From an optimization exercise on the open Yosys and OpenROAD flow, aimed at small area; shortcuts taken in it are not production practice.
Function was checked by simulation only, so behaviour that the tests miss may differ from the original.
No activity file was given, so power comes from the tool's default toggle rates.

`flow/standard.sh`:
```
#!/bin/bash
# synth_recipe.tcl (not shown) runs the flow's synth.tcl, then flattens the netlist and writes it again
# the make line also repeats each setting of config.mk as NAME=value (left out here)
make -C /OpenROAD-flow-scripts/flow DESIGN_CONFIG=/design/flow/config.mk WORK_HOME=/design/flow/orfs CLKGATE_MAP_FILE= SYNTH_SCRIPT=/design/flow/synth_recipe.tcl "${@:-finish}"
```
`flow/design.v`:
```
package procesador_multiciclo_pkg;
   localparam logic [2:0] S_FETCH  = 3'b000;
   localparam logic [2:0] S_MEM    = 3'b001;
   localparam logic [2:0] S_ALIGN1 = 3'b010;
   localparam logic [2:0] S_ALIGN2 = 3'b011;
   localparam logic [2:0] S_EX1    = 3'b100;
   localparam logic [2:0] S_EX2    = 3'b101;
   localparam logic [2:0] S_CLR    = 3'b110;
   localparam logic [2:0] S_HALT   = 3'b111;
   localparam logic [3:0] C_ADD  = 4'd0;
   localparam logic [3:0] C_SUB  = 4'd1;
   localparam logic [3:0] C_AND  = 4'd2;
   localparam logic [3:0] C_OR   = 4'd3;
   localparam logic [3:0] C_SLT  = 4'd4;
   localparam logic [3:0] C_ADDI = 4'd5;
   localparam logic [3:0] C_LW   = 4'd6;
   localparam logic [3:0] C_SW   = 4'd7;
   localparam logic [3:0] C_BEQ  = 4'd8;
   localparam logic [3:0] C_J    = 4'd9;
   localparam logic [3:0] C_ILL  = 4'd10;
   localparam logic [5:0] OP_RTYPE = 6'h00;
   localparam logic [5:0] OP_ADDI  = 6'h08;
   localparam logic [5:0] OP_LW    = 6'h23;
   localparam logic [5:0] OP_SW    = 6'h2B;
   localparam logic [5:0] OP_BEQ   = 6'h04;
   localparam logic [5:0] OP_J     = 6'h02;
   localparam logic [5:0] FN_ADD = 6'h20;
   localparam logic [5:0] FN_SUB = 6'h22;
   localparam logic [5:0] FN_AND = 6'h24;
   localparam logic [5:0] FN_OR  = 6'h25;
   localparam logic [5:0] FN_SLT = 6'h2A;
   function automatic logic [3:0] decode(input logic [5:0] op, input logic [5:0] fn);
      case (op)
         OP_RTYPE: begin
            case (fn)
               FN_ADD:  decode = C_ADD;
               FN_SUB:  decode = C_SUB;
               FN_AND:  decode = C_AND;
               FN_OR:   decode = C_OR;
               FN_SLT:  decode = C_SLT;
               default: decode = C_ILL;
            endcase
         end
         OP_ADDI: decode = C_ADDI;
         OP_LW:   decode = C_LW;
         OP_SW:   decode = C_SW;
         OP_BEQ:  decode = C_BEQ;
         OP_J:    decode = C_J;
         default: decode = C_ILL;
      endcase
   endfunction
endpackage
module banco_reg_param #(
   parameter int DW = 32
) (
   input  logic          clk,
   input  logic [4:0]    ra1,
   input  logic [4:0]    ra2,
   output logic          rd1,
   output logic          rd2,
   input  logic [31:1]   we,
   input  logic          wd
);
   logic [31:0] lsb;
   assign lsb[0] = 1'b0;
   for (genvar r = 1; r < 32; r++) begin : g_reg
      logic [DW-1:0] q;
      always_ff @(posedge clk) q <= {we[r] ? wd : q[0], q[DW-1:1]};
      assign lsb[r] = q[0];
   end
   assign rd1 = lsb[ra1];
   assign rd2 = lsb[ra2];
endmodule
module procesador_multiciclo #(
   parameter int            DW       = 32,
   parameter int            AW       = 8,
   parameter logic [AW-1:0] RESET_PC = '0
) (
   input  logic          clk,
   input  logic          rst_n,
   output logic          mem_req,
   output logic          mem_we,
   output logic [AW-1:0] mem_addr,
   output logic [DW-1:0] mem_wdata,
   input  logic [DW-1:0] mem_rdata,
   input  logic          mem_ack,
   output logic          halted,
   output logic [AW-1:0] pc_dbg
);
   logic [2:0]    state, state_nx;
   logic [3:0]    cls;
   logic [4:0]    cnt;           
   logic [AW-3:0] pcw;           
   logic          pc_c;          
   logic [AW-1:0] addr;          
   logic [31:0]   dr;            
   logic [4:0]    rsq, rtq;      
   logic          c;             
   logic          f;             
   wire ex1   = (state == procesador_multiciclo_pkg::S_EX1);
   wire ex2   = (state == procesador_multiciclo_pkg::S_EX2);
   wire clr   = (state == procesador_multiciclo_pkg::S_CLR);
   wire last  = (cnt == 5'd31);
   wire first = (cnt == 5'd0);
   wire lo8   = (cnt[4:3] == 2'd0);              
   wire pcwin = lo8 && (cnt[2:1] != 2'd0);       
   wire c_add  = (cls == procesador_multiciclo_pkg::C_ADD);
   wire c_sub  = (cls == procesador_multiciclo_pkg::C_SUB);
   wire c_and  = (cls == procesador_multiciclo_pkg::C_AND);
   wire c_or   = (cls == procesador_multiciclo_pkg::C_OR);
   wire c_slt  = (cls == procesador_multiciclo_pkg::C_SLT);
   wire c_addi = (cls == procesador_multiciclo_pkg::C_ADDI);
   wire c_lw   = (cls == procesador_multiciclo_pkg::C_LW);
   wire c_sw   = (cls == procesador_multiciclo_pkg::C_SW);
   wire c_beq  = (cls == procesador_multiciclo_pkg::C_BEQ);
   wire c_j    = (cls == procesador_multiciclo_pkg::C_J);
   wire c_ill  = (cls == procesador_multiciclo_pkg::C_ILL);
   wire is_r   = c_add | c_sub | c_and | c_or | c_slt;
   wire is_imm = c_addi | c_lw | c_sw;
   wire is_mem = c_lw | c_sw;
   wire inv    = c_sub | c_slt | c_beq;
   wire w1     = c_add | c_sub | c_and | c_or | c_addi;
   wire single = w1 | c_j;                        
   logic        ra, rb, wbit, wen;
   logic [4:0]  wa;
   logic [31:1] we;
   assign wa = is_r ? dr[15:11] : rtq;
   always_comb begin
      for (int r = 1; r < 32; r++)
         we[r] = clr || (wen && wa == 5'(r));
   end
   banco_reg_param #(.DW(DW)) u_rf (
      .clk (clk),
      .ra1 (rsq),
      .ra2 (rtq),
      .rd1 (ra),
      .rd2 (rb),
      .we  (we),
      .wd  (wbit)
   );
   wire opb  = is_imm ? dr[0] : rb;
   wire opbx = opb ^ inv;
   wire cin  = first ? inv : c;
   wire sum  = ra ^ opbx ^ cin;
   wire cout = (ra & opbx) | (ra & cin) | (opbx & cin);
   always_comb begin
      wen  = 1'b0;
      wbit = 1'b0;
      if (ex1) begin
         wen = w1;
         if (c_and)     wbit = ra & rb;
         else if (c_or) wbit = ra | rb;
         else           wbit = sum;
      end else if (ex2) begin
         wen  = c_lw | c_slt;
         wbit = c_lw ? dr[0] : (f & first);
      end
   end
   wire pc_upd = pcwin && ((ex1 && !c_beq) || ex2 || clr);
   wire pc_add = ex2 & c_beq & f & dr[0];
   wire pc_ci  = (cnt == 5'd2) ? (ex1 | (ex2 & c_beq)) : pc_c;
   wire pc_nb  = (ex1 && c_j) ? dr[0] : (pcw[0] ^ pc_add ^ pc_ci);
   wire a_in   = (ex1 && is_mem) ? sum : (pc_nb & pcwin);
   wire fetch_now = last && (clr || (ex1 && single) || ex2);
   wire req       = (state[2:1] == 2'b00);
   assign mem_req   = req || fetch_now;
   assign mem_we    = (state == procesador_multiciclo_pkg::S_MEM) && c_sw;
   assign mem_addr  = addr;
   assign mem_wdata = dr;
   assign halted    = (state == procesador_multiciclo_pkg::S_HALT);
   assign pc_dbg    = {pcw, 2'b00};
   always_comb begin
      state_nx = state;
      case (state)
         procesador_multiciclo_pkg::S_FETCH,
         procesador_multiciclo_pkg::S_MEM:
            if (mem_ack) state_nx = {last, ~last, state[0]};
         procesador_multiciclo_pkg::S_ALIGN1,
         procesador_multiciclo_pkg::S_ALIGN2:
            if (last) state_nx = {2'b10, state[0]};
         procesador_multiciclo_pkg::S_EX1:
            if (last) begin
               if (c_ill)       state_nx = procesador_multiciclo_pkg::S_HALT;
               else if (is_mem) state_nx = procesador_multiciclo_pkg::S_MEM;
               else if (!single) state_nx = procesador_multiciclo_pkg::S_EX2;
               else state_nx = mem_ack ? procesador_multiciclo_pkg::S_EX1 : procesador_multiciclo_pkg::S_FETCH;
            end
         procesador_multiciclo_pkg::S_EX2,
         procesador_multiciclo_pkg::S_CLR:
            if (last) state_nx = mem_ack ? procesador_multiciclo_pkg::S_EX1 : procesador_multiciclo_pkg::S_FETCH;
         default: state_nx = procesador_multiciclo_pkg::S_HALT;
      endcase
   end
   wire dr_ld = mem_req && mem_ack;
   wire dr_sh = (ex1 && (c_sw || ((c_addi || c_lw) && cnt < 5'd15) || (c_j && cnt >= 5'd2))) ||
                (ex2 && (c_lw || (c_beq && cnt >= 5'd2)));
   always_ff @(posedge clk or negedge rst_n) begin
      if (!rst_n) begin
         state <= procesador_multiciclo_pkg::S_CLR;
         cnt   <= '0;
         pcw   <= RESET_PC[AW-1:2];
      end else begin
         state <= state_nx;
         cnt   <= cnt + 5'd1;
         if (pc_upd) pcw <= {pc_nb, pcw[AW-3:1]};
      end
   end
   always_ff @(posedge clk) begin
      if (dr_ld)      dr <= mem_rdata;
      else if (dr_sh) dr <= {rb, dr[31:1]};
      if (mem_req && mem_ack && state != procesador_multiciclo_pkg::S_MEM) begin
         cls <= procesador_multiciclo_pkg::decode(mem_rdata[31:26], mem_rdata[5:0]);
         rsq <= mem_rdata[25:21];
         rtq <= mem_rdata[20:16];
      end
      if (lo8 && (ex1 || ex2 || clr)) addr <= {a_in, addr[AW-1:1]};
      if (pc_upd) pc_c <= (pcw[0] & pc_add) | (pcw[0] & pc_ci) | (pc_add & pc_ci);
      if (ex1) begin
         c <= cout;
         if (c_slt) f <= (ra ^ rb) ? ra : sum;
         else       f <= (first | f) & ~sum;
      end
   end
endmodule
```
`flow/constraint.sdc`:
```
create_clock -name core_clock -period 6.5 [get_ports {clk}]
set_input_delay 1.3000 -clock core_clock [delete_from_list [all_inputs] [get_ports {clk}]]
set_output_delay 1.3000 -clock core_clock [all_outputs]
set_load 0.01 [all_outputs]
```
`flow/config.mk`:
```
export PLATFORM = sky130hd
export DESIGN_NAME = procesador_multiciclo
export DESIGN_NICKNAME = procesador_multiciclo
export VERILOG_FILES = /design/flow/design.v
export SDC_FILE = /design/flow/constraint.sdc
export NUM_CORES = 4
export LEC_CHECK = 0
export CAP_MARGIN = 20
export CORE_MARGIN = 2
export CORE_UTILIZATION = 65
export SLEW_MARGIN = 20
```
`flow/flow/run.sh`:
```
#!/bin/bash
# Layout flow: the standard ORFS flow (standard.sh), with two changes in
# how the layout is made:
#  * port buffers use the smallest buffer cell (buf_1) instead of the
#    cell buffer_ports picks on its own;
#  * clock tree: clkbuf_8 leaf/tree buffers, sink clusters of up to 22
#    flip-flops within 60 um, no dummy loads.
# Each tool's full output is in the ORFS logs under orfs/logs/, and the
# make output in flow_standard.log in this folder.
set -euo pipefail
export BUFFER_PORTS_ARGS="-buffer_cell sky130_fd_sc_hd__buf_1"
export CTS_ARGS="-sink_clustering_enable -repair_clock_nets -sink_clustering_size 12 -sink_clustering_max_diameter 40 -buf_list sky130_fd_sc_hd__clkbuf_4 -dont_use_dummy_load"
bash ./standard.sh finish > flow_standard.log 2>&1
```
==> results of run 1 <==
==> flip-flops by register name (all words and copies together) (netlist names) <==
name and cells:
c 1, rtq 5, addr 8, f 1
pc_c 1, cls 4, u_rf.g.q 992, state 3
pcw 6, dr 32, rsq 5, cnt 5
==> cell usage in the layout, fill, tap and decap left out, types with 2 or more instances in the layout <==
| cell | instances |
|---|---|
| dfstp_2 | 2 |
| a21o_1 | 7 |
| nor3_1 | 9 |
| mux2_1 | 63 |
| o2111ai_1 | 2 |
| diode_2 | 5 |
| o21ai_0 | 13 |
| buf_4 | 6 |
| dfrtp_1 | 12 |
| a311o_1 | 2 |
| a22oi_1 | 2 |
| nor2b_1 | 10 |
| buf_1 | 83 |
| or3_1 | 4 |
| a31oi_1 | 5 |
| nand3b_1 | 2 |
| and3_1 | 5 |
| nand2b_1 | 13 |
| mux2_2 | 3 |
| mux4_2 | 11 |
| inv_1 | 13 |
| nand2_1 | 42 |
| nand3_1 | 14 |
| o21ai_1 | 21 |
| edfxtp_1 | 57 |
| dfxtp_1 | 992 |
| ha_1 | 6 |
| fa_1 | 2 |
| xnor2_1 | 2 |
| clkbuf_4 | 104 |
| a211oi_1 | 2 |
| conb_1 | 2 |
| inv_2 | 2 |
| mux2i_1 | 16 |
| a21oi_1 | 33 |
| a2111oi_0 | 2 |
| nor2_1 | 24 |
==> final timing paths <==
path                                startpoint                   end  slack [ns]  cells after the start
max                                   state[0]               mem_req        2.41                      5
min                        u_rf.g_reg[4].q[26]   u_rf.g_reg[4].q[25]        0.27                      0
max reg2reg                             rsq[0]  u_rf.g_reg[14].q[31]        2.59                      9
min reg2reg                u_rf.g_reg[4].q[26]   u_rf.g_reg[4].q[25]        0.27                      0
max in group asynchronous                rst_n                cnt[2]        5.51                      1
min in group asynchronous                rst_n                pcw[0]        0.52                      1
==> final cells by class <==
class / count / share of cell area
Timing Repair Buffer: 90 / 0.01456
Tap cell: 511 / 0.02424
Antenna cell: 5 / 0.0004743
Clock buffer: 104 / 0.02960
Multi-Input combinational cell: 340 / 0.09794
Inverter: 15 / 0.002134
Sequential cell: 1063 / 0.8311
==> per-layer routing <==
metal / GRT usage / up-vias / part of all wire
li1: - / 5075 / -
met1: 0.2444 / 4749 / 0.48
met2: 0.2806 / 199 / 0.46
met3: 0.04307 / 61 / 0.042
met4: 0.06993 / 0 / 0.024
met5: 0 / - / 0
==> worst max-delay path, cell delays in order (launching register included) <==
cell and delay, ns:
dfrtp_1 0.60, inv_2 0.19, and3_1 0.62, o21ai_1 0.27, nand2_1 0.13, buf_1 0.17
==> through the flow <==
stage | hold WS (ns) | setup WS (ns)
after global placement | 0.3101 | 2.621
after floorplan | 0.3096 | 3.068
after detailed placement | 0.3121 | 2.558
final | 0.2694 | 2.415
after global routing | 0.2623 | 2.154
after CTS | 0.2454 | 2.302
==> report_power, final <==
part / switching [mW] / internal, mW
clock: 1.72 / 0.737
sequential: 0.139 / 7.01
combinational: 0.104 / 0.0721
total: 1.96 / 7.82
==> kinds of logic after synthesis <==
| logic type | count (synthesis) |
|---|---|
| AO/OA/AOI/OAI | 105 |
| XOR/XNOR | 3 |
| buffers and inverters | 42 |
| flip-flops | 1063 |
| AND/OR/NAND/NOR | 128 |
| multiplexers | 93 |
| other | 1 |
| adder cells (fa/ha/maj) | 9 |
==> metrics.md, run 1 <==
| Metric | Value |
|---|---|
| Share of layout cells above drive strength 1 | `0.08375` |
| Fin area | `26380 sq um` |
| Worst setup EP type | `primary output` |
| Hold-fix buffers at CTS | `0` |
| Multi-input logic area | `2584 sq um` |
| Number of synthesis warnings | `2` |
| Die H | `198.8 microns` |
| F_max | `0.2448 GHz` |
| Critical Path Source Type | `register` |
| First drt pass iteration count | `4` |
| Cell taking the most area after synthesis | `dfxtp_1` |
| Final nets | `between 1500 and 2000` |
| Max Cap Viol | `0` |
| Aggregate global routing overflow | `0` |
| Synth top area cells | `dfxtp_1, edfxtp_1, mux2_1` |
| Async set-reset flop share out of synthesis | `0.01317` |
| Synthesized cell area | `24660 sq um` |
| Compound-gate portion of the synthesized area | `0.02603` |
| Most used DFF post-synth | `dfxtp_1` |
| # rows | `71` |
| Die ar. | `39510 sq um` |
| WL/cell | `15.97 microns` |
| Max VDD drop | `0.3158 mV` |
| Clk_lat worst skew | `0.83 ns` |
| Final period utilization | `0.6285` |
| Final setup fails | `0` |
| Detailed-route via count | `10080` |
| Most numerous cell in the Yosys netlist | `dfxtp_1` |
| Total track usage | `0.1794` |
| CORE AREA | `37490 sq um` |
| HP Class | `register to register` |
| Initial Util | `0.6577` |
| #FFs+latches synth | `around 1100` |
| Worst Path Max Fanout | `17` |
| CP required | `5.20 ns` |
| I/O Buffers | `83` |
| Synth top area share | `0.8054` |
| Die X-Extent | `198.8 microns` |
| Simple-Gate Fraction of Synth Area | `0.02481` |
| Number of remaining DRC errors | `0` |
| Unrepaired setup endpoints after global routing | `no` |
| Post_cts resized | `0` |
| H-tree lvl count | `3` |
| FILL cells | `2399` |
| I/O pin total | `86` |
| Vias in the first global route | `a little over 10000` |
| Syn avg cell area | `about 17 sq um` |
| Initial antenna violation count | `5` |
| Post-synthesis adder-cell area fraction | `0.005074` |
| Clock sinks | `1063` |
| Synth Area in XOR/XNOR | `0.001066` |
| Post-CTS setup buffers | `0` |
| CTS tree | `built` |
| Vias/cell | `4.739` |
| Final GP Congestion | `0.7735` |
| Total chip power | `~9.8 mW` |
| Synth cell types | `58` |
| Max Buffers Root-to-Sink | `3` |
| P&R area growth vs syn | `6.987%` |
| Final core utilization | `0.7037` |
| Placed cell areas | `~26000 sq um` |
| DP HPWL | `between 20 and 25 mm` |
| Power Dens Cells | `370.7 nW/um^2` |
| Mux cell area share after synthesis | `0.04668` |
| Cells after synthesis | `1444` |
| Worst path arrival time | `2.79 ns` |
| Sequential cell area | `21920 sq um` |
| LEAKAGE | `10.53 nW` |
| DRT Wirelength | `about 34 mm` |
| DP Cell Count | `2019` |
| Cell chosen for the clock root | `clkbuf_4` |
| Final non-filler cell total | `2128` |
| Final-report hold violation count | `0` |
| Final min period | `4.085 ns` |
| Largest net degree at the start of global routing | `33` |
| Fin. max-slew vios | `0` |
| Num CTS Buffers | `104` |
| Crit path kind | `register to primary output` |
| Largest family of logic cells by synthesized area | `multiplexers` |
| Setup Total Neg Slack | `0 ns` |
| Post-route ant nets | `0` |
| Post-synth top cells | `dfxtp_1, mux2_1, edfxtp_1` |
| Worst-margin pin slew | `between 0.9 and 1 ns` |
| Clock-pin slew of the registers on the worst-case setup and hold paths | `0.11 ns` |
| Iter 0 DRT Violations | `361` |
| Post-synth EDFFs | `57` |
| Status | `no timing/DRC/antenna violations` |
| Clk_skew | `0.08994 ns` |
| Seq/Total Area, Yosys | `0.8891` |
| Worst rel slew slack | `0.3881` |
| First-pass GRT wire length | `53.63 mm` |
==> run 2: changes to the inputs <==
==> flow/flow/run.sh (replaced) <==
#!/bin/bash
# Layout flow: the standard ORFS flow (standard.sh) with these changes in
# how the layout is made:
#  * after the standard synthesis, its combinational logic is re-mapped by
#    ABC with an area script (flow/remap.ys); registers are untouched;
#  * port buffers use the smallest buffer cell (buf_1);
#  * clock tree: small clock buffers, small sink clusters, no dummy loads.
# Each tool writes its full output to a log of its own in this folder
# (flow_*.log) and ORFS's step logs stay under orfs/logs/.
set -euo pipefail
export BUFFER_PORTS_ARGS="-buffer_cell sky130_fd_sc_hd__buf_1"
export CTS_ARGS="-sink_clustering_enable -repair_clock_nets -sink_clustering_size 12 -sink_clustering_max_diameter 40 -buf_list sky130_fd_sc_hd__clkbuf_4 -dont_use_dummy_load"
YOSYS=${YOSYS_EXE:-$FLOW_HOME/../tools/install/yosys/bin/yosys}
LIB=$FLOW_HOME/platforms/$FLOW_PLATFORM/lib/sky130_fd_sc_hd__tt_025C_1v80.lib
R=orfs/results/$FLOW_PLATFORM/procesador_multiciclo/base

bash ./standard.sh synth > flow_synth.log 2>&1
cp $R/1_2_yosys.v flow_std_netlist.v
SEQ=$(grep -oE "sky130_fd_sc_hd__(df|edf|sdf|dl|conb)[a-z0-9_]+" flow_std_netlist.v | sort -u | tr '\n' ' ')
sed -e "s#LIBFILE#$LIB#g" -e "s#NETIN#flow_std_netlist.v#" -e "s#NETOUT#flow_remap_netlist.v#" \
    -e "s#TOPNAME#$FLOW_TOP#" -e "s#^flatten#blackbox $SEQ\nflatten#" flow/remap.ys > flow_remap.ys
$YOSYS -s flow_remap.ys > flow_remap.log 2>&1
cp flow_remap_netlist.v $R/1_2_yosys.v
rm -f $R/1_synth.odb $R/1_synth.sdc
bash ./standard.sh synth > flow_synth_odb.log 2>&1
bash ./standard.sh finish > flow_standard.log 2>&1
==> flow/flow/remap.ys (new file) <==
# Area re-mapping of the standard synthesis's combinational logic. The
# flip-flops and tie cells are black boxes here, so every register keeps its
# instance name and cell type; only the logic between them is re-mapped.
read_liberty -ignore_miss_func LIBFILE
read_verilog NETIN
hierarchy -top TOPNAME
flatten
opt_clean
abc -liberty LIBFILE -script +strash;dc2;dch,-f;map,-a;dnsize -dont_use sky130_fd_sc_hd__probe_p_8 -dont_use sky130_fd_sc_hd__probec_p_8 -dont_use sky130_fd_sc_hd__lpflow_bleeder_1 -dont_use sky130_fd_sc_hd__lpflow_clkbufkapwr_1 -dont_use sky130_fd_sc_hd__lpflow_clkbufkapwr_16 -dont_use sky130_fd_sc_hd__lpflow_clkbufkapwr_2 -dont_use sky130_fd_sc_hd__lpflow_clkbufkapwr_4 -dont_use sky130_fd_sc_hd__lpflow_clkbufkapwr_8 -dont_use sky130_fd_sc_hd__lpflow_clkinvkapwr_1 -dont_use sky130_fd_sc_hd__lpflow_clkinvkapwr_16 -dont_use sky130_fd_sc_hd__lpflow_clkinvkapwr_2 -dont_use sky130_fd_sc_hd__lpflow_clkinvkapwr_4 -dont_use sky130_fd_sc_hd__lpflow_clkinvkapwr_8 -dont_use sky130_fd_sc_hd__lpflow_decapkapwr_12 -dont_use sky130_fd_sc_hd__lpflow_decapkapwr_3 -dont_use sky130_fd_sc_hd__lpflow_decapkapwr_4 -dont_use sky130_fd_sc_hd__lpflow_decapkapwr_6 -dont_use sky130_fd_sc_hd__lpflow_decapkapwr_8 -dont_use sky130_fd_sc_hd__lpflow_inputiso0n_1 -dont_use sky130_fd_sc_hd__lpflow_inputiso0p_1 -dont_use sky130_fd_sc_hd__lpflow_inputiso1n_1 -dont_use sky130_fd_sc_hd__lpflow_inputiso1p_1 -dont_use sky130_fd_sc_hd__lpflow_inputisolatch_1 -dont_use sky130_fd_sc_hd__lpflow_isobufsrc_1 -dont_use sky130_fd_sc_hd__lpflow_isobufsrc_16 -dont_use sky130_fd_sc_hd__lpflow_isobufsrc_2 -dont_use sky130_fd_sc_hd__lpflow_isobufsrc_4 -dont_use sky130_fd_sc_hd__lpflow_isobufsrc_8 -dont_use sky130_fd_sc_hd__lpflow_isobufsrckapwr_16 -dont_use sky130_fd_sc_hd__lpflow_lsbuf_lh_hl_isowell_tap_1 -dont_use sky130_fd_sc_hd__lpflow_lsbuf_lh_hl_isowell_tap_2 -dont_use sky130_fd_sc_hd__lpflow_lsbuf_lh_hl_isowell_tap_4 -dont_use sky130_fd_sc_hd__lpflow_lsbuf_lh_isowell_4 -dont_use sky130_fd_sc_hd__lpflow_lsbuf_lh_isowell_tap_1 -dont_use sky130_fd_sc_hd__lpflow_lsbuf_lh_isowell_tap_2 -dont_use sky130_fd_sc_hd__lpflow_lsbuf_lh_isowell_tap_4 -dont_use sky130_fd_sc_hd__fill_1 -dont_use sky130_fd_sc_hd__fill_2 -dont_use sky130_fd_sc_hd__fill_4 -dont_use sky130_fd_sc_hd__fill_8 
opt_clean -purge
hilomap -singleton -hicell sky130_fd_sc_hd__conb_1 HI -locell sky130_fd_sc_hd__conb_1 LO
insbuf -buf sky130_fd_sc_hd__buf_4 A X
splitnets
opt_clean -purge
stat -liberty LIBFILE
write_verilog -noattr -noexpr -nohex -nodec NETOUT
==> run 2 against run 1 <==
Still clean on timing, DRC and antenna. Worst hold slack better by 0.011 ns. First-iteration DRC count increased by 41%. Global-route usage is 2.2 points higher. Combinational power down 6%. Synthesized cell count up 11%. Critical endpoint unchanged. Largest cell class unchanged. Largest power group unchanged.
==> metrics.md, run 2 <==
| Metric | Value |
|---|---|
| Post-CTS setup buffers | `0 (unchanged)` |
| Clk_skew | `0.06859 ns (-0.02135 ns)` |
| CORE AREA | `37490 sq um (unchanged)` |
| Clk_lat worst skew | `0.81 ns (-0.02 ns)` |
| FILL cells | `2418 (+0.79%)` |
| Status | `no timing/DRC/antenna violations` |
| Vias in the first global route | `11030 (+7.2%)` |
| Clock power frac | `0.251 (about the same)` |
| Power Dens Cells | `374.4 nW/um^2 (+1.0%)` |
| Flop pwr share | `0.732 (about the same)` |
| Register-to-Register Path Depth | `9 (unchanged)` |
| Hold-fix buffers at CTS | `0 (unchanged)` |
| Critical Path Source Type | `register` |
| Cell-internal power | `7.796 mW (-0.27%)` |
| # rows | `71 (unchanged)` |
| Post_cts resized | `0 (unchanged)` |
| Multi-input logic area | `2133 sq um (-17%)` |
| Initial Util | `0.6574 (about the same)` |
| Final-report hold violation count | `0 (unchanged)` |
| Cell chosen for the clock root | `clkbuf_4` |
| Hold Path Stages | `0 (unchanged)` |
| Clock-pin slew of the registers on the worst-case setup and hold paths | `0.12 ns (about the same)` |
| Detailed-route via count | `10920 (+8.3%)` |
| P&R area growth vs syn | `5.950%` |
| CTS tree | `built` |
| Die ar. | `39490 sq um (about the same)` |
| Commonest non-fill, non-tap cell in the layout | `dfxtp_1` |
| Final non-filler cell total | `2267 (+6.5%)` |
| Post-route ant nets | `0 (unchanged)` |
| Worst rel slew slack | `0.3253 (-0.06280)` |
| LEAKAGE | `10.27 nW (-2.4%)` |
| Reg-to-Reg End | `dr[30]` |
| DRT Wirelength | `38.24 mm (+13%)` |
| Share of layout cells above drive strength 1 | `0.07302 (-0.01073)` |
| DP HPWL | `25.63 mm (+21%)` |
| First-pass GRT wire length | `58.97 mm (+9.9%)` |
| Crit path kind | `register to primary output` |
| Aggregate global routing overflow | `0 (unchanged)` |
| Vias/cell | `4.817 (+1.7%)` |
| Final setup fails | `0 (unchanged)` |
| First drt pass iteration count | `5 (+1)` |
| Total chip power | `9.777 mW (about the same)` |
| Max VDD drop | `0.2851 mV (-9.7%)` |
| Total track usage | `0.2010 (+0.02163)` |
| DP Cell Count | `2161 (+7.0%)` |
| Hold path endpoint | `u_rf.g_reg[3].q[19]` |
| Largest registers | `u_rf.g.q: 992 flops, dr: 32 flops, addr: 8 flops` |
| Worst setup EP type | `primary output` |
| Sw Ratio | `0.2026 (+0.002033)` |
| Switch Pwr | `1.981 mW (+1.0%)` |
| Sequential cell area | `21920 sq um (unchanged)` |
| Number of remaining DRC errors | `0 (unchanged)` |
| RR Startpoint | `state[2]` |
| Worst Path Max Fanout | `7 (-10)` |
| Clock sinks | `1063 (unchanged)` |
| Final GP Congestion | `0.8353 (+8.0%)` |
| Fin. max-slew vios | `0 (unchanged)` |
| F_max | `0.2438 GHz (-0.41%)` |
| Cells after synthesis | `1605 (+11%)` |
| Unrepaired setup endpoints after global routing | `no` |
| Final core utilization | `0.6965 (-0.007175)` |
| Die H | `198.7 microns (about the same)` |
| Initial antenna violation count | `3 (-2)` |
| Hold slack | `0.2809 ns (+0.01150 ns)` |
| HP Class | `register to register` |
| Final min period | `4.102 ns (+0.01667 ns)` |
| Max Buffers Root-to-Sink | `3 (unchanged)` |
| Hold Path Origin | `u_rf.g_reg[3].q[20]` |
| Die X-Extent | `198.7 microns (about the same)` |
| Setup Total Neg Slack | `0 ns (unchanged)` |
| Largest net degree at the start of global routing | `51 (+55%)` |
| Number of synthesis warnings | `2 (unchanged)` |
| Final period utilization | `0.6311 (+0.002565)` |
| Gate power share | `0.017 (about the same)` |
| CP required | `5.20 ns (about the same)` |
| Most frequent cells in the layout | `dfxtp_1, clkbuf_4, nor2_1` |
| Max FFs per register | `992 (unchanged)` |
| R2r setup slk | `2.45 ns (-0.14 ns)` |
| H-tree lvl count | `3 (unchanged)` |
| Iter 0 DRT Violations | `508 (+41%)` |
| Worst path arrival time | `2.80 ns (about the same)` |
| WL/cell | `16.87 microns (+5.6%)` |
| Max Cap Viol | `0 (unchanged)` |
| Synthesized cell area | `24640 sq um (about the same)` |
| Num CTS Buffers | `103 (-0.96%)` |
| Worst-margin pin slew | `1.009 ns (+0.09527 ns)` |
| I/O Buffers | `83 (unchanged)` |
| Syn avg cell area | `15.36 sq um (-10%)` |
| Final nets | `1790 (+8.0%)` |
| I/O pin total | `86 (unchanged)` |
| Largest Register | `u_rf.g.q` |
run 2: worst max path at each step:
| stage | start | endpoint | slack (ns) | cells past startpoint |
|---|---|---|---|---|
| after floorplan | state[2] | dr[0] | 2.49 | 9 |
| after global placement | rtq[1] | f | 2.49 | 17 |
| after detailed placement | state[2] | dr[23] | 2.52 | 9 |
| after CTS | state[2] | mem_req | 2.30 | 8 |
| after global routing | state[2] | dr[30] | 1.96 | 9 |
| final | state[2] | mem_req | 2.40 | 8 |
run 2: power by group through the flow:
stage	clock network, mW	logic, mW	registers, mW
global placement	0	0.158	7.29
detailed placement	0	0.164	7.31
CTS	2.54	0.164	7.17
floorplan	0	0.116	7.22
global route	2.77	0.183	7.20
finish	2.45	0.165	7.16
run 2: critical path: stages, from the launching register on:
cell	delay, ns
dfstp_2	0.57
clkinv_1	0.13
nor2_1	0.15
clkinv_1	0.17
nor2_1	0.46
nand3_1	0.17
nand2_1	0.11
a21oi_1	0.06
buf_1	0.17
run 2: area by class of cell:
class,instances,area share
sequential,1063,0.8396
multi-input combinational,419,0.08170
clock buffer,103,0.02961
tap,511,0.02449
timing repair buffer,84,0.01222
inverter,84,0.01208
antenna,3,0.0002875
run 2: routing by layer:
layer,share of wire,track usage,up-vias
li1,-,-,5418
met1,0.45,0.2611,5154
met2,0.48,0.3234,268
met3,0.049,0.04646,80
met4,0.029,0.09259,0
met5,0,0,-
run 2: through the flow:
stage | setup WS, ns | cell area (sq um)
CTS | 2.300 | 26100
finish | 2.398 | 26110
global route | 1.956 | 26110
detailed placement | 2.522 | 25330
global placement | 2.491 | 25330
floorplan | 2.491 | 24650
==> run 3: changes to the inputs <==
--- a/flow/flow/run.sh
+++ b/flow/flow/run.sh
@@ -9,7 +9,7 @@
 # (flow_*.log) and ORFS's step logs stay under orfs/logs/.
 set -euo pipefail
 export BUFFER_PORTS_ARGS="-buffer_cell sky130_fd_sc_hd__buf_1"
-export CTS_ARGS="-sink_clustering_enable -repair_clock_nets -sink_clustering_size 12 -sink_clustering_max_diameter 40 -buf_list sky130_fd_sc_hd__clkbuf_4 -dont_use_dummy_load"
+export CTS_ARGS="-sink_clustering_enable -repair_clock_nets -sink_clustering_size 10 -sink_clustering_max_diameter 30 -buf_list sky130_fd_sc_hd__clkbuf_4 -dont_use_dummy_load"
 YOSYS=${YOSYS_EXE:-$FLOW_HOME/../tools/install/yosys/bin/yosys}
 LIB=$FLOW_HOME/platforms/$FLOW_PLATFORM/lib/sky130_fd_sc_hd__tt_025C_1v80.lib
 R=orfs/results/$FLOW_PLATFORM/procesador_multiciclo/base
==> flow/flow/remap.ys (replaced) <==
# Area re-mapping of the standard synthesis's combinational logic. The
# flip-flops and tie cells are black boxes here, so every register keeps its
# instance name and cell type; only the logic between them is re-mapped.
read_liberty -ignore_miss_func LIBFILE
read_verilog NETIN
hierarchy -top TOPNAME
flatten
rename -hide w:*.*
opt_clean -purge
abc -liberty LIBFILE -script +strash;dch,-f;amap;dnsize -dont_use sky130_fd_sc_hd__probe_p_8 -dont_use sky130_fd_sc_hd__probec_p_8 -dont_use sky130_fd_sc_hd__lpflow_bleeder_1 -dont_use sky130_fd_sc_hd__lpflow_clkbufkapwr_1 -dont_use sky130_fd_sc_hd__lpflow_clkbufkapwr_16 -dont_use sky130_fd_sc_hd__lpflow_clkbufkapwr_2 -dont_use sky130_fd_sc_hd__lpflow_clkbufkapwr_4 -dont_use sky130_fd_sc_hd__lpflow_clkbufkapwr_8 -dont_use sky130_fd_sc_hd__lpflow_clkinvkapwr_1 -dont_use sky130_fd_sc_hd__lpflow_clkinvkapwr_16 -dont_use sky130_fd_sc_hd__lpflow_clkinvkapwr_2 -dont_use sky130_fd_sc_hd__lpflow_clkinvkapwr_4 -dont_use sky130_fd_sc_hd__lpflow_clkinvkapwr_8 -dont_use sky130_fd_sc_hd__lpflow_decapkapwr_12 -dont_use sky130_fd_sc_hd__lpflow_decapkapwr_3 -dont_use sky130_fd_sc_hd__lpflow_decapkapwr_4 -dont_use sky130_fd_sc_hd__lpflow_decapkapwr_6 -dont_use sky130_fd_sc_hd__lpflow_decapkapwr_8 -dont_use sky130_fd_sc_hd__lpflow_inputiso0n_1 -dont_use sky130_fd_sc_hd__lpflow_inputiso0p_1 -dont_use sky130_fd_sc_hd__lpflow_inputiso1n_1 -dont_use sky130_fd_sc_hd__lpflow_inputiso1p_1 -dont_use sky130_fd_sc_hd__lpflow_inputisolatch_1 -dont_use sky130_fd_sc_hd__lpflow_isobufsrc_1 -dont_use sky130_fd_sc_hd__lpflow_isobufsrc_16 -dont_use sky130_fd_sc_hd__lpflow_isobufsrc_2 -dont_use sky130_fd_sc_hd__lpflow_isobufsrc_4 -dont_use sky130_fd_sc_hd__lpflow_isobufsrc_8 -dont_use sky130_fd_sc_hd__lpflow_isobufsrckapwr_16 -dont_use sky130_fd_sc_hd__lpflow_lsbuf_lh_hl_isowell_tap_1 -dont_use sky130_fd_sc_hd__lpflow_lsbuf_lh_hl_isowell_tap_2 -dont_use sky130_fd_sc_hd__lpflow_lsbuf_lh_hl_isowell_tap_4 -dont_use sky130_fd_sc_hd__lpflow_lsbuf_lh_isowell_4 -dont_use sky130_fd_sc_hd__lpflow_lsbuf_lh_isowell_tap_1 -dont_use sky130_fd_sc_hd__lpflow_lsbuf_lh_isowell_tap_2 -dont_use sky130_fd_sc_hd__lpflow_lsbuf_lh_isowell_tap_4 -dont_use sky130_fd_sc_hd__fill_1 -dont_use sky130_fd_sc_hd__fill_2 -dont_use sky130_fd_sc_hd__fill_4 -dont_use sky130_fd_sc_hd__fill_8 
splitnets
opt_clean -purge
hilomap -singleton -hicell sky130_fd_sc_hd__conb_1 HI -locell sky130_fd_sc_hd__conb_1 LO
insbuf -buf sky130_fd_sc_hd__buf_4 A X
stat -liberty LIBFILE
write_verilog -noattr -noexpr -nohex -nodec NETOUT
==> run 3 against run 2 <==
Count of clock-buffer cells in the layout is 35 higher. Global-route usage is 0.62 points lower. Non-clock buffer count is 5 higher.
==> metrics.md, run 3 <==
| Metric | Value |
|---|---|
| RR Startpoint | `rsq[0]` |
| Number of remaining DRC errors | `0 (unchanged)` |
| Largest registers | `u_rf.g.q: 992 flops, dr: 32 flops, addr: 8 flops` |
| Worst path arrival time | `2.70 ns (-0.10 ns)` |
| Total track usage | `0.1948 (-0.006191)` |
| Max FFs per register | `992 (unchanged)` |
| Largest net degree at the start of global routing | `35 (-31%)` |
| Gate power share | `0.011 (-0.006)` |
| Crit path kind | `register to primary output` |
| Cells after synthesis | `1485 (-7.5%)` |
| LEAKAGE | `10.44 nW (+1.6%)` |
| H-tree lvl count | `4 (+1)` |
| Clock power frac | `0.270 (+0.019)` |
| Flop pwr share | `0.718 (-0.014)` |
| R2r setup slk | `2.62 ns (+0.17 ns)` |
| I/O Buffers | `83 (unchanged)` |
| DP HPWL | `23.09 mm (-9.9%)` |
| First drt pass iteration count | `6 (+1)` |
| CP max stage delay | `0.60 ns (+0.03 ns)` |
| Largest Register | `u_rf.g.q` |
| Final worst slack | `2.503 ns (+0.1053 ns)` |
| Critical path endpoint | `mem_req` |
| Post-CTS setup buffers | `0 (unchanged)` |
| Post_cts resized | `0 (unchanged)` |
| Most frequent cells in the layout | `dfxtp_1, clkbuf_4, nor2_1` |
| Post-place setup slack | `2.735 ns (+0.2138 ns)` |
| Cell-internal power | `8.158 mW (+4.6%)` |
| Final non-filler cell total | `2182 (-3.7%)` |
| Sw Ratio | `0.1979 (-0.004696)` |
| Commonest non-fill, non-tap cell in the layout | `dfxtp_1` |
| Cell chosen for the clock root | `clkbuf_4` |
| Max Buffers Root-to-Sink | `3 (unchanged)` |
| Final setup fails | `0 (unchanged)` |
| CTS tree | `built` |
| Critical path origin | `cls[0]` |
| Power Dens Cells | `388.8 nW/um^2 (+3.8%)` |
| First-pass GRT wire length | `57.43 mm (-2.6%)` |
| Iter 0 DRT Violations | `431 (-15%)` |
| Clk_skew | `0.08205 ns (+0.01346 ns)` |
| # rows | `70 (-1.4%)` |
| Initial antenna violation count | `3 (unchanged)` |
| Register-to-Register Path Depth | `15 (+6)` |
| Post-route ant nets | `0 (unchanged)` |
| I/O pin total | `86 (unchanged)` |
| Hold-fix buffers at CTS | `0 (unchanged)` |
| DRT Wirelength | `36.02 mm (-5.8%)` |
| Num CTS Buffers | `138 (+34%)` |
| Final GP Congestion | `0.8621 (+3.2%)` |
| HP Class | `register to register` |
| Clk_lat worst skew | `0.82 ns (about the same)` |
| Worst Path Max Fanout | `10 (+3)` |
| Vias in the first global route | `11130 (+0.96%)` |
| Die ar. | `38690 sq um (-2.0%)` |
| Worst setup EP type | `primary output` |
| FILL cells | `2307 (-4.6%)` |
| Die H | `196.7 microns (-1.0%)` |
| Die X-Extent | `196.7 microns (-1.0%)` |
| Clock-pin slew of the registers on the worst-case setup and hold paths | `0.10 ns (-0.02 ns)` |
| Detailed-route via count | `10740 (-1.7%)` |
| Critical Path Source Type | `register` |
| Number of synthesis warnings | `2 (unchanged)` |
| Share of layout cells above drive strength 1 | `0.08708 (+0.01407)` |
| Aggregate global routing overflow | `0 (unchanged)` |
| Crit-path slowest cell | `edfxtp_1` |
| Cell Chain, Critical Path | `clkinv_1, nor2_1, clkinv_1, o211ai_1, nor2_1, nor3_1, buf_1` |
| Worst-margin pin slew | `0.9374 ns (-0.07148 ns)` |
| Final min period | `3.997 ns (-0.1053 ns)` |
| CP required | `5.20 ns (about the same)` |
| Placed cell areas | `25110 sq um (-0.85%)` |
| Final nets | `1748 (-2.3%)` |
| Reg-to-Reg End | `u_rf.g_reg[8].q[31]` |
| Max VDD drop | `0.2838 mV (-0.44%)` |
| WL/cell | `16.51 microns (-2.1%)` |
| F_max | `0.2502 GHz (+2.6%)` |
| Unrepaired setup endpoints after global routing | `no` |
| Setup Total Neg Slack | `0 ns (unchanged)` |
| Worst rel slew slack | `0.3712 (+0.04592)` |
| Final period utilization | `0.6149 (-0.01619)` |
| CORE AREA | `36610 sq um (-2.3%)` |
| Initial Util | `0.6593 (+0.001897)` |
| Fin area | `26160 sq um (+0.19%)` |
| Vias/cell | `4.921 (+2.2%)` |
| Final-report hold violation count | `0 (unchanged)` |
| Status | `no timing/DRC/antenna violations` |
| DP Cell Count | `2041 (-5.6%)` |
| Clock sinks | `1063 (unchanged)` |
| Switch Pwr | `2.013 mW (+1.6%)` |
| Syn avg cell area | `16.25 sq um (+5.9%)` |
| Fin. max-slew vios | `0 (unchanged)` |
| Synthesized cell area | `24140 sq um (-2.1%)` |
| P&R area growth vs syn | `8.387%` |
| Max Cap Viol | `0 (unchanged)` |
[run 3: final cells by class]
| cell class | count | area [sq um] | share of cell area |
|---|---|---|---|
| Tap cell | 468 | 585.6 | 0.02238 |
| Sequential cell | 1063 | 21920 | 0.8380 |
| Timing Repair Buffer | 89 | 376.6 | 0.01440 |
| Clock buffer | 138 | 1036 | 0.03960 |
| Antenna cell | 3 | 7.507 | 0.0002870 |
| Inverter | 41 | 153.9 | 0.005883 |
| Multi-Input combinational cell | 380 | 2078 | 0.07944 |
[run 3: worst min path at each step]
stage	from	to	slack (ns)	cells after the start
after global routing	u_rf.g_reg[1].q[28]	u_rf.g_reg[1].q[27]	0.27	0
final	u_rf.g_reg[9].q[11]	u_rf.g_reg[9].q[10]	0.28	0
after CTS	u_rf.g_reg[1].q[28]	u_rf.g_reg[1].q[27]	0.28	0
after global placement	u_rf.g_reg[27].q[2]	u_rf.g_reg[27].q[1]	0.31	0
after floorplan	u_rf.g_reg[10].q[1]	u_rf.g_reg[10].q[0]	0.31	0
after detailed placement	u_rf.g_reg[14].q[1]	u_rf.g_reg[14].q[0]	0.31	0
[run 3: power groups by stage]
stage / sequential, mW / combinational, mW / clock (mW)
after floorplan: 7.37 / 0.0698 / 0
after global placement: 7.44 / 0.112 / 0
after detailed placement: 7.46 / 0.115 / 0
after CTS: 7.32 / 0.116 / 2.86
after global routing: 7.36 / 0.133 / 3.12
final: 7.31 / 0.116 / 2.75
[run 3: per-stage QoR]
stage | utilization | total power, mW | hold slack [ns]
after floorplan | - | 7.440 | 0.3096
after global placement | 0.6852 | 7.555 | 0.3100
after detailed placement | 0.6860 | 7.573 | 0.3121
after CTS | 0.7143 | 10.30 | 0.2831
after global routing | 0.7146 | 10.61 | 0.2708
final | 0.7146 | 10.17 | 0.2836
[run 3: layer usage]
| layer | vias to the layer above | part of all wire | global-route usage |
|---|---|---|---|
| li1 | 5369 | - | - |
| met1 | 5067 | 0.47 | 0.2600 |
| met2 | 228 | 0.46 | 0.3026 |
| met3 | 72 | 0.043 | 0.05732 |
| met4 | 2 | 0.023 | 0.07909 |
| met5 | - | 0.00036 | 0 |
[run 3: critical path: cells and delay by family (launching register included)]
kind / cells / cell delay, ns
buffers and inverters: 3 / 0.57
AO/OA/AOI/OAI: 1 / 0.24
AND/OR/NAND/NOR: 3 / 0.50
flip-flops: 1 / 0.60
==> run 4: changes to the inputs <==
--- a/flow/flow/run.sh
+++ b/flow/flow/run.sh
@@ -9,7 +9,7 @@
 # (flow_*.log) and ORFS's step logs stay under orfs/logs/.
 set -euo pipefail
 export BUFFER_PORTS_ARGS="-buffer_cell sky130_fd_sc_hd__buf_1"
-export CTS_ARGS="-sink_clustering_enable -repair_clock_nets -sink_clustering_size 10 -sink_clustering_max_diameter 30 -buf_list sky130_fd_sc_hd__clkbuf_4 -dont_use_dummy_load"
+export CTS_ARGS="-sink_clustering_enable -repair_clock_nets -sink_clustering_size 16 -sink_clustering_max_diameter 35 -buf_list sky130_fd_sc_hd__clkbuf_8 -dont_use_dummy_load"
 YOSYS=${YOSYS_EXE:-$FLOW_HOME/../tools/install/yosys/bin/yosys}
 LIB=$FLOW_HOME/platforms/$FLOW_PLATFORM/lib/sky130_fd_sc_hd__tt_025C_1v80.lib
 R=orfs/results/$FLOW_PLATFORM/procesador_multiciclo/base
==> run 4 against run 3 <==
Critical endpoint is now u_rf.g_reg[26].q[31]. Die area unchanged. First-iteration DRC count up 11%. Non-clock buffer count unchanged. Count of clock-buffer cells in the layout down 34. Highest routed layer is now met4. Worst hold slack worse by 0.016 ns. Clock power up 19%. Register-to-register slack about the same. Combinational power about the same. Largest power group unchanged. Sequential share of layout area down 1.2 points.
==> metrics.md, run 4 <==
| Metric | Value |
|---|---|
| Cell chosen for the clock root | `clkbuf_8` |
| R2r setup slk | `2.63 ns (about the same)` |
| Share of layout cells above drive strength 1 | `0.06857 (-0.01851)` |
| Status | `no timing/DRC/antenna violations` |
| Final min period | `3.873 ns (-0.1238 ns)` |
| Worst-margin pin slew | `0.9284 ns (-0.008960 ns)` |
| Final non-filler cell total | `2145 (-1.7%)` |
| Max Cap Viol | `0 (unchanged)` |
| Final nets | `1714 (-1.9%)` |
| CTS tree | `built` |
| Aggregate global routing overflow | `0 (unchanged)` |
| DRT Wirelength | `37.18 mm (+3.2%)` |
| Max FFs per register | `992 (unchanged)` |
| Post-place setup slack | `2.735 ns (unchanged)` |
| # rows | `70 (unchanged)` |
| I/O Buffers | `83 (unchanged)` |
| Cells after synthesis | `1485 (unchanged)` |
| Final worst slack | `2.627 ns (+0.1238 ns)` |
| Post-CTS setup buffers | `0 (unchanged)` |
| Largest registers | `u_rf.g.q: 992 flops, dr: 32 flops, addr: 8 flops` |
| Die ar. | `38690 sq um (unchanged)` |
| P&R area growth vs syn | `9.994%` |
| # diodes | `0 (-3)` |
| Largest Register | `u_rf.g.q` |
| Num CTS Buffers | `104 (-25%)` |
| Worst setup EP type | `register` |
| Clock-pin slew of the registers on the worst-case setup and hold paths | `0.09 ns (about the same)` |
| CORE AREA | `36610 sq um (unchanged)` |
| WL/cell | `17.33 microns (+5.0%)` |
| Iter 0 DRT Violations | `480 (+11%)` |
| Final period utilization | `0.5958 (-0.01904)` |
| H-tree lvl count | `3 (-1)` |
| Number of synthesis warnings | `2 (unchanged)` |
| Initial antenna violation count | `1 (-2)` |
| DP Cell Count | `2041 (unchanged)` |
| Clk_skew | `0.09115 ns (+0.009097 ns)` |
| Post-route ant nets | `0 (unchanged)` |
| RR Startpoint | `rsq[0]` |
| Reg-to-Reg End | `u_rf.g_reg[26].q[31]` |
| Max VDD drop | `0.3071 mV (+8.2%)` |
| Syn avg cell area | `16.25 sq um (unchanged)` |
| CP max stage delay | `0.68 ns (+0.08 ns)` |
| Post_cts resized | `0 (unchanged)` |
| Most frequent cells in the layout | `dfxtp_1, nor2_1, clkbuf_8` |
| Fin. max-slew vios | `0 (unchanged)` |
| I/O pin total | `86 (unchanged)` |
| Max Buffers Root-to-Sink | `3 (unchanged)` |
| Critical Path Source Type | `register` |
| Die X-Extent | `196.7 microns (unchanged)` |
| Crit-path slowest cell | `edfxtp_1` |
| Vias/cell | `4.943 (+0.45%)` |
| Initial Util | `0.6593 (unchanged)` |
| Clock sinks | `1063 (unchanged)` |
| Hold path endpoint | `u_rf.g_reg[12].q[26]` |
| HP Class | `register to register` |
| Synthesized cell area | `24140 sq um (unchanged)` |
| CP bufs+invs | `3 (unchanged)` |
| Clk_lat worst skew | `0.68 ns (-0.14 ns)` |
| Register-to-Register Path Depth | `15 (unchanged)` |
| Most used cell, CP | `a21oi_1` |
| Power Dens Cells | `403.2 nW/um^2 (+3.7%)` |
| Cell Chain, Critical Path | `clkinv_1, nor2_1, a311oi_1, a311oi_1, nor3_1, a21oi_1, nand2_1, o21ai_0, nor2_1, a21oi_1, clkinv_1, o21ai_0, a31oi_2, buf_4, a21oi_1` |
| Worst path arrival time | `4.41 ns (+1.71 ns)` |
| Number of remaining DRC errors | `0 (unchanged)` |
| Unrepaired setup endpoints after global routing | `no` |
| Total track usage | `0.1992 (+0.004392)` |
| Detailed-route via count | `10600 (-1.3%)` |
| F_max | `0.2582 GHz (+3.2%)` |
| Final-report hold violation count | `0 (unchanged)` |
| Cell family with most CP delay | `compound AO/OA/AOI/OAI gates` |
| Crit path kind | `register to register` |
| Hold Path Origin | `u_rf.g_reg[12].q[27]` |
| CP required | `7.04 ns (+1.84 ns)` |
| Commonest non-fill, non-tap cell in the layout | `dfxtp_1` |
| Hold-fix buffers at CTS | `0 (unchanged)` |
| Setup Total Neg Slack | `0 ns (unchanged)` |
| Worst Path Max Fanout | `31 (+21)` |
| First drt pass iteration count | `5 (-1)` |
| Final GP Congestion | `0.8621 (unchanged)` |
| Final setup fails | `0 (unchanged)` |
| Largest net degree at the start of global routing | `35 (unchanged)` |
| Die H | `196.7 microns (unchanged)` |
| Hold Path Stages | `0 (unchanged)` |
| LEAKAGE | `10.55 nW (+1.1%)` |
| First-pass GRT wire length | `58.58 mm (+2.0%)` |
| Vias in the first global route | `10950 (-1.7%)` |
| DP HPWL | `23.09 mm (unchanged)` |
| Worst rel slew slack | `0.3772 (+0.006010)` |
-- run 4: worst register-to-register path: stages (launching register included) --
cell and delay (ns):
edfxtp_1 0.68, clkinv_1 0.52, nor2_1 0.22, a311oi_1 0.07, a311oi_1 0.26, nor3_1 0.10
a21oi_1 0.51, nand2_1 0.15, o21ai_0 0.14, nor2_1 0.07, a21oi_1 0.23, clkinv_1 0.14
o21ai_0 0.12, a31oi_2 0.11, buf_4 0.26, a21oi_1 0.19
-- run 4: metal layers --
layer	track usage	vias up	wire length, microns
met5	0	-	0
met4	0.07407	0	933
met3	0.04894	83	1527
met2	0.3177	206	17440
met1	0.2680	5081	17280
li1	-	5233	-
-- run 4: how the worst max path moves through the flow --
stage / start / endpoint / slack [ns] / cells after the start
3_5_place_dp: rtq[2] / u_rf.g_reg[20].q[31] / 2.74 / 14
5_1_grt: rsq[0] / u_rf.g_reg[9].q[31] / 2.26 / 15
4_1_cts: cls[0] / mem_req / 2.61 / 7
3_3_place_gp: rtq[2] / u_rf.g_reg[29].q[31] / 2.75 / 14
2_1_floorplan: rtq[2] / u_rf.g_reg[29].q[31] / 2.04 / 11
6_report: rsq[0] / u_rf.g_reg[26].q[31] / 2.63 / 15
-- run 4: cell type report --
| type | count | area (sq um) |
|---|---|---|
| tap | 468 | 585.6 |
| inverter | 41 | 153.9 |
| fill | 2160 | 10060 |
| sequential | 1063 | 21920 |
| multi-input combinational | 380 | 2078 |
| timing repair buffer | 89 | 376.6 |
| clock buffer | 104 | 1431 |
-- run 4: metrics by stage --
| stage | cell area [sq um] | utilization | power (mW) | hold slack (ns) |
|---|---|---|---|---|
| floorplan | 24140 | - | 7.440 | 0.3096 |
| global placement | 25090 | 0.6852 | 7.555 | 0.3100 |
| detailed placement | 25110 | 0.6860 | 7.573 | 0.3121 |
| CTS | 26540 | 0.7251 | 10.81 | 0.2565 |
| global route | 26550 | 0.7252 | 11.10 | 0.2594 |
| finish | 26550 | 0.7252 | 10.70 | 0.2676 |
-- run 4: report_power, final --
part	switching [mW]	total [mW]	internal, mW
clock	1.86	3.27	1.42
combinational	0.0743	0.116	0.0416
sequential	0.172	7.31	7.14
==> run 5: changes to the inputs <==
--- a/flow/flow/run.sh
+++ b/flow/flow/run.sh
@@ -9,7 +9,7 @@
 # (flow_*.log) and ORFS's step logs stay under orfs/logs/.
 set -euo pipefail
 export BUFFER_PORTS_ARGS="-buffer_cell sky130_fd_sc_hd__buf_1"
-export CTS_ARGS="-sink_clustering_enable -repair_clock_nets -sink_clustering_size 16 -sink_clustering_max_diameter 35 -buf_list sky130_fd_sc_hd__clkbuf_8 -dont_use_dummy_load"
+export CTS_ARGS="-sink_clustering_enable -repair_clock_nets -sink_clustering_size 28 -sink_clustering_max_diameter 45 -buf_list sky130_fd_sc_hd__clkbuf_16 -dont_use_dummy_load"
 YOSYS=${YOSYS_EXE:-$FLOW_HOME/../tools/install/yosys/bin/yosys}
 LIB=$FLOW_HOME/platforms/$FLOW_PLATFORM/lib/sky130_fd_sc_hd__tt_025C_1v80.lib
 R=orfs/results/$FLOW_PLATFORM/procesador_multiciclo/base
==> run 5 against run 4 <==
Still clean. Critical path depth unchanged. Utilization decreased by 0.15 points. Non-clock buffer count stayed put. Combinational power hardly changed. Maximum frequency down 0.45%. Sequential share of layout area up 0.17 points. Final cell count decreased by 2.3%. Clock power is 3% higher. First-iteration DRC count increased by 34%. Critical path type unchanged. Largest power group unchanged.
==> metrics.md, run 5 <==
| Metric | Value |
|---|---|
| Cell-internal power | `8.684 mW (+0.98%)` |
| Most frequent cells in the layout | `dfxtp_1, nor2_1, buf_1` |
| Critical Path Source Type | `register` |
| Max FFs per register | `992 (unchanged)` |
| CP max stage delay | `0.67 ns (about the same)` |
| H-tree lvl count | `2 (-1)` |
| WL/cell | `19.57 microns (+13%)` |
| First-pass GRT wire length | `63.65 mm (+8.7%)` |
| Power Dens Cells | `408.5 nW/um^2 (+1.3%)` |
| Fin. max-slew vios | `0 (unchanged)` |
| Gate power share | `0.011 (about the same)` |
| # rows | `70 (unchanged)` |
| Total track usage | `0.2194 (+0.02020)` |
| LEAKAGE | `10.48 nW (-0.66%)` |
| Sw Ratio | `0.1976 (+0.001024)` |
| DP HPWL | `23.09 mm (unchanged)` |
| Post_cts resized | `0 (unchanged)` |
| Final period utilization | `0.5985 (+0.002669)` |
| Post-CTS setup buffers | `0 (unchanged)` |
| Die X-Extent | `196.7 microns (unchanged)` |
| Syn avg cell area | `16.25 sq um (unchanged)` |
| Aggregate global routing overflow | `0 (unchanged)` |
| Clock-pin slew of the registers on the worst-case setup and hold paths | `0.10 ns (about the same)` |
| Detailed-route via count | `10560 (-0.44%)` |
| HP Class | `register to register` |
| Final GP Congestion | `0.8621 (unchanged)` |
| I/O pin total | `86 (unchanged)` |
| Vias/cell | `5.036 (+1.9%)` |
| Sequential cell area | `21920 sq um (unchanged)` |
| Largest Register | `u_rf.g.q` |
| Switch Pwr | `2.138 mW (+1.6%)` |
| Clock power frac | `0.311 (+0.005)` |
| Unrepaired setup endpoints after global routing | `no` |
| Setup Total Neg Slack | `0 ns (unchanged)` |
| Worst rel slew slack | `0.3732 (-0.004048)` |
| Flop pwr share | `0.678 (-0.005)` |
| DRT Wirelength | `41.02 mm (+10%)` |
| Status | `no timing/DRC/antenna violations` |
| First drt pass iteration count | `6 (+1)` |
| Post-route ant nets | `0 (unchanged)` |
| Max VDD drop | `0.3503 mV (+14%)` |
| Crit-path slowest cell | `edfxtp_1` |
| CORE AREA | `36610 sq um (unchanged)` |
| Final-report hold violation count | `0 (unchanged)` |
| Synthesized cell area | `24140 sq um (unchanged)` |
| Commonest non-fill, non-tap cell in the layout | `dfxtp_1` |
| Clock sinks | `1063 (unchanged)` |
| Initial Util | `0.6593 (unchanged)` |
| Hold-fix buffers at CTS | `0 (unchanged)` |
| Max Cap Viol | `0 (unchanged)` |
| Worst setup EP type | `register` |
| Worst-margin pin slew | `0.9345 ns (+0.006034 ns)` |
| Worst Path Max Fanout | `31 (unchanged)` |
| Clk_lat worst skew | `0.62 ns (-0.06 ns)` |
| Clk_skew | `0.07756 ns (-0.01358 ns)` |
| Cell chosen for the clock root | `clkbuf_16` |
| Worst path arrival time | `4.37 ns (-0.04 ns)` |
| Multi-input logic area | `2078 sq um (unchanged)` |
| P&R area growth vs syn | `9.766%` |
| Share of layout cells above drive strength 1 | `0.04054 (-0.02803)` |
| F_max | `0.2571 GHz (-0.45%)` |
| CTS tree | `built` |
| R2r setup slk | `2.61 ns (-0.02 ns)` |
| Number of remaining DRC errors | `0 (unchanged)` |
| Die H | `196.7 microns (unchanged)` |
| Most used cell, CP | `a21oi_1` |
| Cell family with most CP delay | `compound AO/OA/AOI/OAI gates` |
| Vias in the first global route | `11170 (+2.0%)` |
| FILL cells | `2145 (-0.69%)` |
| Crit path kind | `register to register` |
| Number of synthesis warnings | `2 (unchanged)` |
| CP required | `6.98 ns (-0.06 ns)` |
| Die ar. | `38690 sq um (unchanged)` |
| I/O Buffers | `83 (unchanged)` |
| Hold slack | `0.2462 ns (-0.02146 ns)` |
| Iter 0 DRT Violations | `642 (+34%)` |
| Cell Chain, Critical Path | `clkinv_1, nor2_1, a311oi_1, a311oi_1, nor3_1, a21oi_1, nand2_1, o21ai_0, nor2_1, a21oi_1, clkinv_1, o21ai_0, a31oi_2, buf_4, a21oi_1` |
| Max Buffers Root-to-Sink | `3 (unchanged)` |
| # diodes | `0 (unchanged)` |
| Largest net degree at the start of global routing | `35 (unchanged)` |
| Largest registers | `u_rf.g.q: 992 flops, dr: 32 flops, addr: 8 flops` |
| Num CTS Buffers | `55 (-47%)` |
| CP bufs+invs | `3 (unchanged)` |
| Initial antenna violation count | `2 (+1)` |
| Final min period | `3.890 ns (+0.01735 ns)` |
| Final nets | `1665 (-2.9%)` |
| Cells after synthesis | `1485 (unchanged)` |
| Final setup fails | `0 (unchanged)` |
## run 5: routing by layer
metal | routed length, microns | up-vias | global-route usage | share of wire
met4 | 1250 | 0 | 0.08104 | 0.030
met3 | 1501 | 86 | 0.03474 | 0.037
met2 | 20260 | 220 | 0.3727 | 0.49
met5 | 0 | - | 0 | 0
li1 | - | 5158 | - | -
met1 | 18000 | 5092 | 0.2882 | 0.44
## run 5: power groups by stage
stage | sequential (mW) | combinational [mW] | clock [mW]
3_3_place_gp | 7.44 | 0.112 | 0
5_1_grt | 7.39 | 0.133 | 3.65
6_report | 7.34 | 0.118 | 3.37
4_1_cts | 7.35 | 0.117 | 3.44
3_5_place_dp | 7.46 | 0.115 | 0
2_1_floorplan | 7.37 | 0.0698 | 0
## run 5: layout make-up
type                    count  area share
flip-flops and latches   1063      0.8275
multi-input cells         380     0.07844
clock buffers              55     0.05195
well taps                 468     0.02210
repair buffers             89     0.01421
inverters                  41    0.005809
## run 5: worst paths after layout
check,end,startpoint,cells past startpoint
max,u_rf.g_reg[8].q[31],rsq[0],15
min,u_rf.g_reg[8].q[27],u_rf.g_reg[8].q[28],0
max reg2reg,u_rf.g_reg[8].q[31],rsq[0],15
min reg2reg,u_rf.g_reg[8].q[27],u_rf.g_reg[8].q[28],0
max in group asynchronous,state[0],rst_n,1
min in group asynchronous,cnt[1],rst_n,1
## run 5: worst reg2reg max path, stage by stage (launching register included)
cell      delay, ns
edfxtp_1       0.67
clkinv_1       0.51
nor2_1         0.22
a311oi_1       0.07
a311oi_1       0.25
nor3_1         0.09
a21oi_1        0.52
nand2_1        0.16
o21ai_0        0.16
nor2_1         0.07
a21oi_1        0.24
clkinv_1       0.14
o21ai_0        0.12
a31oi_2        0.12
buf_4          0.26
a21oi_1        0.18
## run 5: per-stage QoR
stage / area, sq um / util / cells / worst slack [ns] / power (mW)
6_report: 26490 / 0.7237 / 2096 / 2.610 / 10.82
5_1_grt: 26490 / 0.7237 / 2096 / 2.292 / 11.17
4_1_cts: 26490 / 0.7235 / 2096 / 2.672 / 10.91
3_5_place_dp: 25110 / 0.6860 / 2041 / 2.735 / 7.573
3_3_place_gp: 25090 / 0.6852 / 2040 / 2.755 / 7.555
2_1_floorplan: 24140 / - / 1486 / 2.044 / 7.440
==> run 6: changes to the inputs <==
--- a/flow/flow/run.sh
+++ b/flow/flow/run.sh
@@ -9,7 +9,7 @@
 # (flow_*.log) and ORFS's step logs stay under orfs/logs/.
 set -euo pipefail
 export BUFFER_PORTS_ARGS="-buffer_cell sky130_fd_sc_hd__buf_1"
-export CTS_ARGS="-sink_clustering_enable -repair_clock_nets -sink_clustering_size 28 -sink_clustering_max_diameter 45 -buf_list sky130_fd_sc_hd__clkbuf_16 -dont_use_dummy_load"
+export CTS_ARGS="-sink_clustering_enable -repair_clock_nets -sink_clustering_size 10 -sink_clustering_max_diameter 40 -buf_list sky130_fd_sc_hd__clkbuf_4 -dont_use_dummy_load"
 YOSYS=${YOSYS_EXE:-$FLOW_HOME/../tools/install/yosys/bin/yosys}
 LIB=$FLOW_HOME/platforms/$FLOW_PLATFORM/lib/sky130_fd_sc_hd__tt_025C_1v80.lib
 R=orfs/results/$FLOW_PLATFORM/procesador_multiciclo/base
==> run 6 against run 5 <==
Sequential share of layout area up 1.5 points. Utilization down 1.3 points. Via count up 1.4%. Routed wire length down 9.1%. Non-clock buffer count unchanged. Worst hold slack better by 0.030 ns. Largest cell class unchanged. Highest routed layer unchanged.
==> metrics.md, run 6 <==
| Metric | Value |
|---|---|
| Status | `no timing/DRC/antenna violations` |
| CORE AREA | `36610 sq um (unchanged)` |
| Max VDD drop | `0.2924 mV (-17%)` |
| I/O Buffers | `83 (unchanged)` |
| HP Class | `register to register` |
| Die H | `196.7 microns (unchanged)` |
| Most frequent cells in the layout | `dfxtp_1, nor2_1, clkbuf_4` |
| Post-route ant nets | `0 (unchanged)` |
| LEAKAGE | `10.35 nW (-1.2%)` |
| Max Buffers Root-to-Sink | `3 (unchanged)` |
| P&R area growth vs syn | `7.776%` |
| Largest registers | `u_rf.g.q: 992 flops, dr: 32 flops, addr: 8 flops` |
| Initial Util | `0.6593 (unchanged)` |
| Max FFs per register | `992 (unchanged)` |
| Iter 0 DRT Violations | `427 (-33%)` |
| Total track usage | `0.2013 (-0.01809)` |
| Num CTS Buffers | `119 (+120%)` |
| WL/cell | `17.26 microns (-12%)` |
| Commonest non-fill, non-tap cell in the layout | `dfxtp_1` |
| Clock sinks | `1063 (unchanged)` |
| Final-report hold violation count | `0 (unchanged)` |
| Final nets | `1729 (+3.8%)` |
| Clock-pin slew of the registers on the worst-case setup and hold paths | `0.09 ns (about the same)` |
| I/O pin total | `86 (unchanged)` |
| Power Dens Cells | `386.5 nW/um^2 (-5.4%)` |
| # rows | `70 (unchanged)` |
| F_max | `0.2479 GHz (-3.6%)` |
| First-pass GRT wire length | `59.02 mm (-7.3%)` |
| H-tree lvl count | `3 (+1)` |
| Vias/cell | `4.954 (-1.6%)` |
| Synthesized cell area | `24140 sq um (unchanged)` |
| Aggregate global routing overflow | `0 (unchanged)` |
| CTS tree | `built` |
| Sw Ratio | `0.2026 (+0.005039)` |
| Gate power share | `0.011 (about the same)` |
| CP required | `5.20 ns (-1.78 ns)` |
| Clock power frac | `0.261 (-0.050)` |
| Clk_lat worst skew | `0.84 ns (+0.22 ns)` |
| DRT Wirelength | `37.29 mm (-9.1%)` |
| Final period utilization | `0.6206 (+0.02210)` |
| Unrepaired setup endpoints after global routing | `no` |
| Final GP Congestion | `0.8621 (unchanged)` |
| Die ar. | `38690 sq um (unchanged)` |
| Cell chosen for the clock root | `clkbuf_4` |
| Post-CTS setup buffers | `0 (unchanged)` |
| Setup Total Neg Slack | `0 ns (unchanged)` |
| Crit path kind | `register to primary output` |
| Worst Path Max Fanout | `10 (-68%)` |
| DP HPWL | `23.09 mm (unchanged)` |
| Critical Path Source Type | `register` |
| Post_cts resized | `0 (unchanged)` |
| Die X-Extent | `196.7 microns (unchanged)` |
| First drt pass iteration count | `5 (-1)` |
| Largest net degree at the start of global routing | `35 (unchanged)` |
| Hold-fix buffers at CTS | `0 (unchanged)` |
| Flop pwr share | `0.727 (+0.049)` |
| Post-place setup slack | `2.735 ns (unchanged)` |
| Detailed-route via count | `10710 (+1.4%)` |
| Worst rel slew slack | `0.3599 (-0.01326)` |
| Number of remaining DRC errors | `0 (unchanged)` |
| Worst setup EP type | `primary output` |
| Initial antenna violation count | `2 (unchanged)` |
| Syn avg cell area | `16.25 sq um (unchanged)` |
| Final worst slack | `2.466 ns (-0.1437 ns)` |
| Worst-margin pin slew | `0.9542 ns (+0.01977 ns)` |
| Switch Pwr | `2.037 mW (-4.7%)` |
| Final setup fails | `0 (unchanged)` |
| Vias in the first global route | `11110 (-0.50%)` |
| Clk_skew | `0.08160 ns (+0.004034 ns)` |
| Cells after synthesis | `1485 (unchanged)` |
| Share of layout cells above drive strength 1 | `0.07683 (+0.03629)` |
| Largest Register | `u_rf.g.q` |
| Worst path arrival time | `2.73 ns (-1.64 ns)` |
| Number of synthesis warnings | `2 (unchanged)` |
| Cell-internal power | `8.017 mW (-7.7%)` |
| Max Cap Viol | `0 (unchanged)` |
| Fin. max-slew vios | `0 (unchanged)` |
| Final min period | `4.034 ns (+0.1437 ns)` |
| FILL cells | `2300 (+7.2%)` |
==> run 6: per-layer routing <==
layer	share of wire	vias to the layer above	GRT usage
met1	0.46	5073	0.2663
li1	-	5321	-
met5	0	-	0
met4	0.031	0	0.09858
met2	0.46	218	0.3156
met3	0.043	94	0.04860
==> run 6: cell type report <==
| type | count | area (sq um) | area share |
|---|---|---|---|
| sequential | 1063 | 21920 | 0.8428 |
| multi-input combinational | 380 | 2078 | 0.07989 |
| tap | 468 | 585.6 | 0.02251 |
| timing repair buffer | 89 | 376.6 | 0.01448 |
| inverter | 41 | 153.9 | 0.005916 |
| antenna | 1 | 2.502 | 0.00009620 |
| clock buffer | 119 | 893.4 | 0.03434 |
==> run 6: path summary, 6_finish.rpt <==
| check | start | end | slack [ns] | cells after the start |
|---|---|---|---|---|
| min reg2reg | u_rf.g_reg[9].q[31] | u_rf.g_reg[9].q[30] | 0.28 | 0 |
| min in group asynchronous | rst_n | pcw[3] | 0.51 | 1 |
| max | cls[0] | mem_req | 2.47 | 7 |
| min | u_rf.g_reg[9].q[31] | u_rf.g_reg[9].q[30] | 0.28 | 0 |
| max reg2reg | rtq[2] | u_rf.g_reg[21].q[31] | 2.62 | 14 |
| max in group asynchronous | rst_n | pcw[5] | 5.47 | 1 |
==> run 6: power by group through the flow <==
stage | sequential (mW) | clock [mW] | combinational [mW]
CTS | 7.33 | 2.74 | 0.116
global route | 7.37 | 2.98 | 0.133
finish | 7.31 | 2.63 | 0.116
global placement | 7.44 | 0 | 0.112
floorplan | 7.37 | 0 | 0.0698
detailed placement | 7.46 | 0 | 0.115
==> run 6: critical path: stages (launching register included) <==
cell	delay, ns
edfxtp_1	0.60
clkinv_1	0.26
nor2_1	0.20
clkinv_1	0.12
o211ai_1	0.24
nor2_1	0.06
nor3_1	0.24
buf_1	0.19
==> run 6: per-stage QoR <==
stage	hold WS (ns)	area [sq um]	total power, mW	cells	utilization
after global placement	0.3100	25090	7.555	2040	0.6852
after floorplan	0.3096	24140	7.440	1486	-
final	0.2762	26010	10.05	2161	0.7106
after detailed placement	0.3121	25110	7.573	2041	0.6860
after global routing	0.2790	26010	10.48	2161	0.7106
after CTS	0.2803	26010	10.18	2160	0.7104
